From an optimization exercise on the open Yosys and OpenROAD flow, aimed at a short achievable clock period and few clock cycles; shortcuts taken in it are not production practice.
In this exercise RTL edits were held to simulation tests only and were not proved equivalent to the original.

## flow/constraint.sdc

```tcl
create_clock -name core_clock -period 15.0 [get_ports {clk}]
set_input_delay 3.0000 -clock core_clock [delete_from_list [all_inputs] [get_ports {clk}]]
set_output_delay 3.0000 -clock core_clock [all_outputs]
set_load 0.01 [all_outputs]
```

## flow/design.v

```verilog
module dot_product_unit #(
   parameter int LENGTH    = 96,
   parameter int A_WIDTH   = 5,
   parameter int B_WIDTH   = 5,
   parameter int OUT_WIDTH = 16
) (
   input  logic [LENGTH*A_WIDTH-1:0] feature,
   input  logic [LENGTH*B_WIDTH-1:0] weight,
   output logic [OUT_WIDTH-1:0]      result
);
   localparam int RAW_W = A_WIDTH + B_WIDTH + $clog2(LENGTH);
   localparam int ACC_W = (RAW_W > OUT_WIDTH) ? RAW_W : OUT_WIDTH;
   logic [ACC_W-1:0] acc;
   always_comb begin
      acc = '0;
      for (int k = 0; k < LENGTH; k++) begin
         acc = acc + ACC_W'(feature[k*A_WIDTH +: A_WIDTH]) * ACC_W'(weight[k*B_WIDTH +: B_WIDTH]);
      end
   end
   assign result = acc[OUT_WIDTH-1:0];
endmodule
module transformation_block #(
   parameter int FEATURE_COLS      = 96,
   parameter int WEIGHT_ROWS       = 96,
   parameter int FEATURE_ROWS      = 6,
   parameter int WEIGHT_COLS       = 3,
   parameter int FEATURE_WIDTH     = 5,
   parameter int WEIGHT_WIDTH      = 5,
   parameter int DOT_PROD_WIDTH    = 16,
   parameter int ADDRESS_WIDTH     = 13,
   parameter int FEATURE_BASE_ADDR = 512
) (
   input  logic                                             clk,
   input  logic                                             reset,
   input  logic                                             start,
   input  logic [WEIGHT_ROWS*WEIGHT_WIDTH-1:0]              data_in,
   output logic [ADDRESS_WIDTH-1:0]                         read_address,
   output logic                                             enable_read,
   output logic [FEATURE_ROWS*WEIGHT_COLS*DOT_PROD_WIDTH-1:0] fm_row_out,
   output logic                                             done
);
   localparam logic [1:0] IDLE   = 2'd0;
   localparam logic [1:0] READ_W = 2'd1;
   localparam logic [1:0] READ_F = 2'd2;
   localparam logic [1:0] DONE   = 2'd3;
   localparam int ROW_W = (FEATURE_ROWS > 1) ? $clog2(FEATURE_ROWS) : 1;
   localparam int COL_W = (WEIGHT_COLS > 1) ? $clog2(WEIGHT_COLS) : 1;
   localparam logic [ROW_W-1:0] LAST_ROW = ROW_W'(FEATURE_ROWS - 1);
   localparam logic [COL_W-1:0] LAST_COL = COL_W'(WEIGHT_COLS - 1);
   localparam logic [ADDRESS_WIDTH-1:0] BASE_ADDR = ADDRESS_WIDTH'(FEATURE_BASE_ADDR);
   logic [1:0]                             state;
   logic [1:0]                             next_state;
   logic [ROW_W-1:0]                       row_idx;
   logic [COL_W-1:0]                       col_idx;
   logic [WEIGHT_ROWS*WEIGHT_WIDTH-1:0]    weight_buf;
   logic [FEATURE_COLS*FEATURE_WIDTH-1:0]  feature_vec;
   logic [DOT_PROD_WIDTH-1:0]              dot_result;
   always_comb begin
      for (int k = 0; k < FEATURE_COLS; k++) begin
         feature_vec[k*FEATURE_WIDTH +: FEATURE_WIDTH] =
            FEATURE_WIDTH'(data_in[k*WEIGHT_WIDTH +: WEIGHT_WIDTH]);
      end
   end
   dot_product_unit #(
      .LENGTH   (FEATURE_COLS),
      .A_WIDTH  (FEATURE_WIDTH),
      .B_WIDTH  (WEIGHT_WIDTH),
      .OUT_WIDTH(DOT_PROD_WIDTH)
   ) u_dot (
      .feature(feature_vec),
      .weight (weight_buf),
      .result (dot_result)
   );
   always_ff @(posedge clk or posedge reset) begin
      if (reset) begin
         state <= IDLE;
      end else begin
         state <= next_state;
      end
   end
   always_comb begin
      next_state   = state;
      enable_read  = 1'b0;
      read_address = '0;
      done         = 1'b0;
      case (state)
         IDLE: begin
            if (start) next_state = READ_W;
         end
         READ_W: begin
            enable_read  = 1'b1;
            read_address = ADDRESS_WIDTH'(col_idx);
            next_state   = READ_F;
         end
         READ_F: begin
            enable_read  = 1'b1;
            read_address = BASE_ADDR + ADDRESS_WIDTH'(row_idx);
            if (row_idx == LAST_ROW) begin
               next_state = (col_idx == LAST_COL) ? DONE : READ_W;
            end
         end
         DONE: begin
            done = 1'b1;
            if (!start) next_state = IDLE;
         end
         default: next_state = IDLE;
      endcase
   end
   always_ff @(posedge clk or posedge reset) begin
      if (reset) begin
         row_idx    <= '0;
         col_idx    <= '0;
         weight_buf <= '0;
         fm_row_out <= '0;
      end else begin
         case (state)
            IDLE: begin
               if (start) begin
                  row_idx <= '0;
                  col_idx <= '0;
               end
            end
            READ_W: begin
               weight_buf <= data_in;
               row_idx    <= '0;
            end
            READ_F: begin
               fm_row_out[(row_idx*WEIGHT_COLS + col_idx)*DOT_PROD_WIDTH +: DOT_PROD_WIDTH] <= dot_result;
               if (row_idx != LAST_ROW) begin
                  row_idx <= row_idx + 1'b1;
               end else if (col_idx != LAST_COL) begin
                  col_idx <= col_idx + 1'b1;
               end
            end
            default: ;
         endcase
      end
   end
endmodule
```

## flow/run.sh

```bash
#!/bin/bash
# synth_recipe.tcl (not shown) runs the flow's synth.tcl, then flattens the netlist and writes it again
# the make line also repeats each setting of config.mk as NAME=value (left out here)
make -C /OpenROAD-flow-scripts/flow DESIGN_CONFIG=/design/flow/config.mk WORK_HOME=/design/flow/orfs CLKGATE_MAP_FILE= SYNTH_SCRIPT=/design/flow/synth_recipe.tcl finish
```

## flow/config.mk

```make
export PLATFORM = sky130hd
export DESIGN_NAME = transformation_block
export DESIGN_NICKNAME = transformation_block
export VERILOG_FILES = /design/flow/design.v
export SDC_FILE = /design/flow/constraint.sdc
export NUM_CORES = 4
export LEC_CHECK = 0
export CAP_MARGIN = 20
export CORE_MARGIN = 2
export CORE_UTILIZATION = 35
export SLEW_MARGIN = 20
```

==> qor.yml <==
rows: 216
numClockSinks: 775
ctsHtreeMaxLevel: 3
finalCriticalPeriod_ps: 13930
via_per_inst: 4.76
synth_edf_count: 0
synth_simple_gate_area_frac: 0.136
crit_buf_inv: 8
synth_area_per_cell_sq_um: 9.99
tns_ps: 0
cp-start-kind: "input pin"
initialDrtViolationCount: 4165
drc_errors: 0
tightest_slew_ps: 1120
start_util: 0.351
clkTransAtPathRegs_ps: 60
boundaryPins: 786
path_class: "input pin to flip-flop"
route.vias.total: 84100
root_buffer: "clkbuf_16"
register_area_sq_mm: 0.0194
synth_xor_area_frac: 0.0437
finalClockSkew_ps: 126
rsz0062_at_grt: "false"
grt_pass1_vias: 88000
setup_ws_ps: 1070
post_cts_buffers: 0
drive_gt1_frac: 0.0672
cp.arrival_ps: 14650
port_buffers: 776
synthMuxAreaShare: 0.0543
dp_worst_setup_slack_ps: 238
hpwlAfterDp_mm: 311
cpMostUsedCell: "fa_1"
worst_hold_path_type: "flip-flop to flip-flop"
dieHeight_microns: 593
cts_inserted_buffers: 113
layout_common_cells: "inv_1 (2113), ha_1 (1839), fa_1 (1795), nand2_1 (1415), and2_1 (1412)"
synth_top_family_by_area: "adder cells"
min_from: "fm_row_out[187]$_DFFE_PP0P_"
synth.ff_latch_count: 775
netlist_instances: 12100
syn_area_sq_mm: 0.121
drt_wl_total_mm: 361
mostFrequentLayoutCell: "inv_1"
yosys.area.top_type: "fa_1"
gp_congestion: 0.908
grt_overflow: 0
synth_top_area_frac: 0.296
async_reset_ff_frac: 1.00
clock_latency_ps: 930
grt_max_degree: 125
cp_max_fo: 12
die-area_sq_mm: 0.351
ys_seq_area_frac: 0.160
synth_area_leaders: "fa_1 (30%), ha_1 (19%), dfrtp_1 (16%)"
ys_warn_count: 2
core_sq_mm: 0.345
hold-worst-slack_ps: 478
critical_path.max_stage_delay_ps: 760
finalSetupViolCount: 0
nets: 17100
crit_start: "data_in[172]"
fmax_mhz: 71.8
slowest_stage: "xnor2_4"
finalHoldViolations: 0
rr_startpoint: "weight_buf[172]$_DFFE_PP0N_"
ant_nets: 0
fillerInstances: 34100
reg2reg_slack_ps: 3400
grt_pass1_wl_mm: 549
multi_input_area_sq_mm: 0.0935
required_ps: 15720
fin_crit_sh: 0.929
outcome: "timing/DRC/antenna clean"
globalRouteTotalUtil: 0.208
synth_cell_types: 62
area_growth_pct: 14.6
crit_family: "adder cells"
firstDrtPassIters: 5
crit_path_end_kind: "flip-flop"
cts_resized: 0
slew_headroom: 0.250
synthAdderAreaFrac: 0.486
synth-compound-area-share: 0.0495
synth_ff_type: "dfrtp_1"
drv_cap: 0
avgRoutedWirePerCell_microns: 20.4
clock_path_buffers: 4
finalMaxSlewViolations: 0
die_w_microns: 593
cts_hold_buffers: 0
antenna_found_initial: 119
cts_tree: "done"
## area by class of cell
cell class	count	area share
Tap cell	4578	0.0412
Sequential cell	775	0.140
Clock buffer	145	0.0225
Multi-Input combinational cell	9132	0.673
Clock inverter	58	0.00504
Antenna cell	46	0.000828
Timing Repair Buffer	845	0.0605
Inverter	2114	0.0571
## kinds of logic after synthesis
kind of cell | Yosys count
AND/OR/NAND/NOR | 3337
other | 1
AO/OA/AOI/OAI | 966
buffers and inverters | 2241
adder cells (fa/ha/maj) | 3635
flip-flops | 775
multiplexers | 583
XOR/XNOR | 602
## synthesized netlist by cell type (all sizes together) (47+ instances only)
cell type / instances
inv: 2114
ha: 1840
fa: 1795
nand2: 1416
and2: 1412
dfrtp: 775
mux2: 582
xnor2: 364
nor2: 322
o21ai: 301
a21oi: 281
xor2: 238
a21o: 196
nor3: 102
o41ai: 96
clkbuf: 80
o21bai: 65
buf: 47
## per-layer routing
layer / track usage / wire length (microns) / up-vias
li1: - / - / 40000
met1: 0.274 / 159000 / 42100
met2: 0.342 / 168000 / 1517
met3: 0.0479 / 22800 / 447
met4: 0.0562 / 9960 / 96
met5: 0 / 575 / -
## worst paths after layout
path	cells after the start	endpoint
min	2	fm_row_out[187]$_DFFE_PP0P_
min in group asynchronous	2	weight_buf[14]$_DFFE_PP0N_
min reg2reg	2	fm_row_out[187]$_DFFE_PP0P_
max reg2reg	33	fm_row_out[186]$_DFFE_PP0P_
max	34	fm_row_out[186]$_DFFE_PP0P_
max in group asynchronous	5	weight_buf[390]$_DFFE_PP0N_
## flip-flops by register name, indices dropped and copies added, names as in the netlist
| signal | flops |
|---|---|
| row_idx | 3 |
| state | 2 |
| weight_buf | 480 |
| col_idx | 2 |
| fm_row_out | 288 |
## metrics by stage
stage	utilization	instance area [sq um]	cells
after floorplan	-	121000	12100
after global placement	0.391	135000	17400
after detailed placement	0.391	135000	17400
after CTS	0.402	139000	17600
after global routing	0.402	139000	17700
final	0.402	139000	17700
## worst min-delay path: cells and delay by family (launching register included)
| kind | cells | cell delay, ps |
|---|---|---|
| flops | 1 | 340 |
| compound gates | 1 | 60 |
| simple gates | 1 | 50 |
Testbench counts, summed over its fixed seeds: cycles 23,552.

==> re-timing with driven ports <==
The flow's constraints put no driver on any port. The routed layout listed below was extracted and timed again, unchanged, in two steps. Step 1 (the two cells are an assumption about what drives the block):
set clk [get_ports {clk}]
set_driving_cell -lib_cell sky130_fd_sc_hd__clkbuf_16 $clk
set_driving_cell -lib_cell sky130_fd_sc_hd__buf_2 [delete_from_list [all_inputs] $clk]
Step 2 times the ports against the registers' clock, not the clock port: input delays grow and output delays shrink by t, the midpoint of the rising clock arrivals with the driver on. Slacks: ideal ports / drivers / drivers and shift; pairs: ideal ports / drivers.
t (ns): 0.970
setup slack, ns: 1.067 / 1.148 / 0.179
slew at the worst register clock pin (ns): 0.08 / 0.08
After both steps setup and hold are still met in this run. The setup slack of this run moves by +0.081 ns with the drivers and by -0.888 ns with both steps.
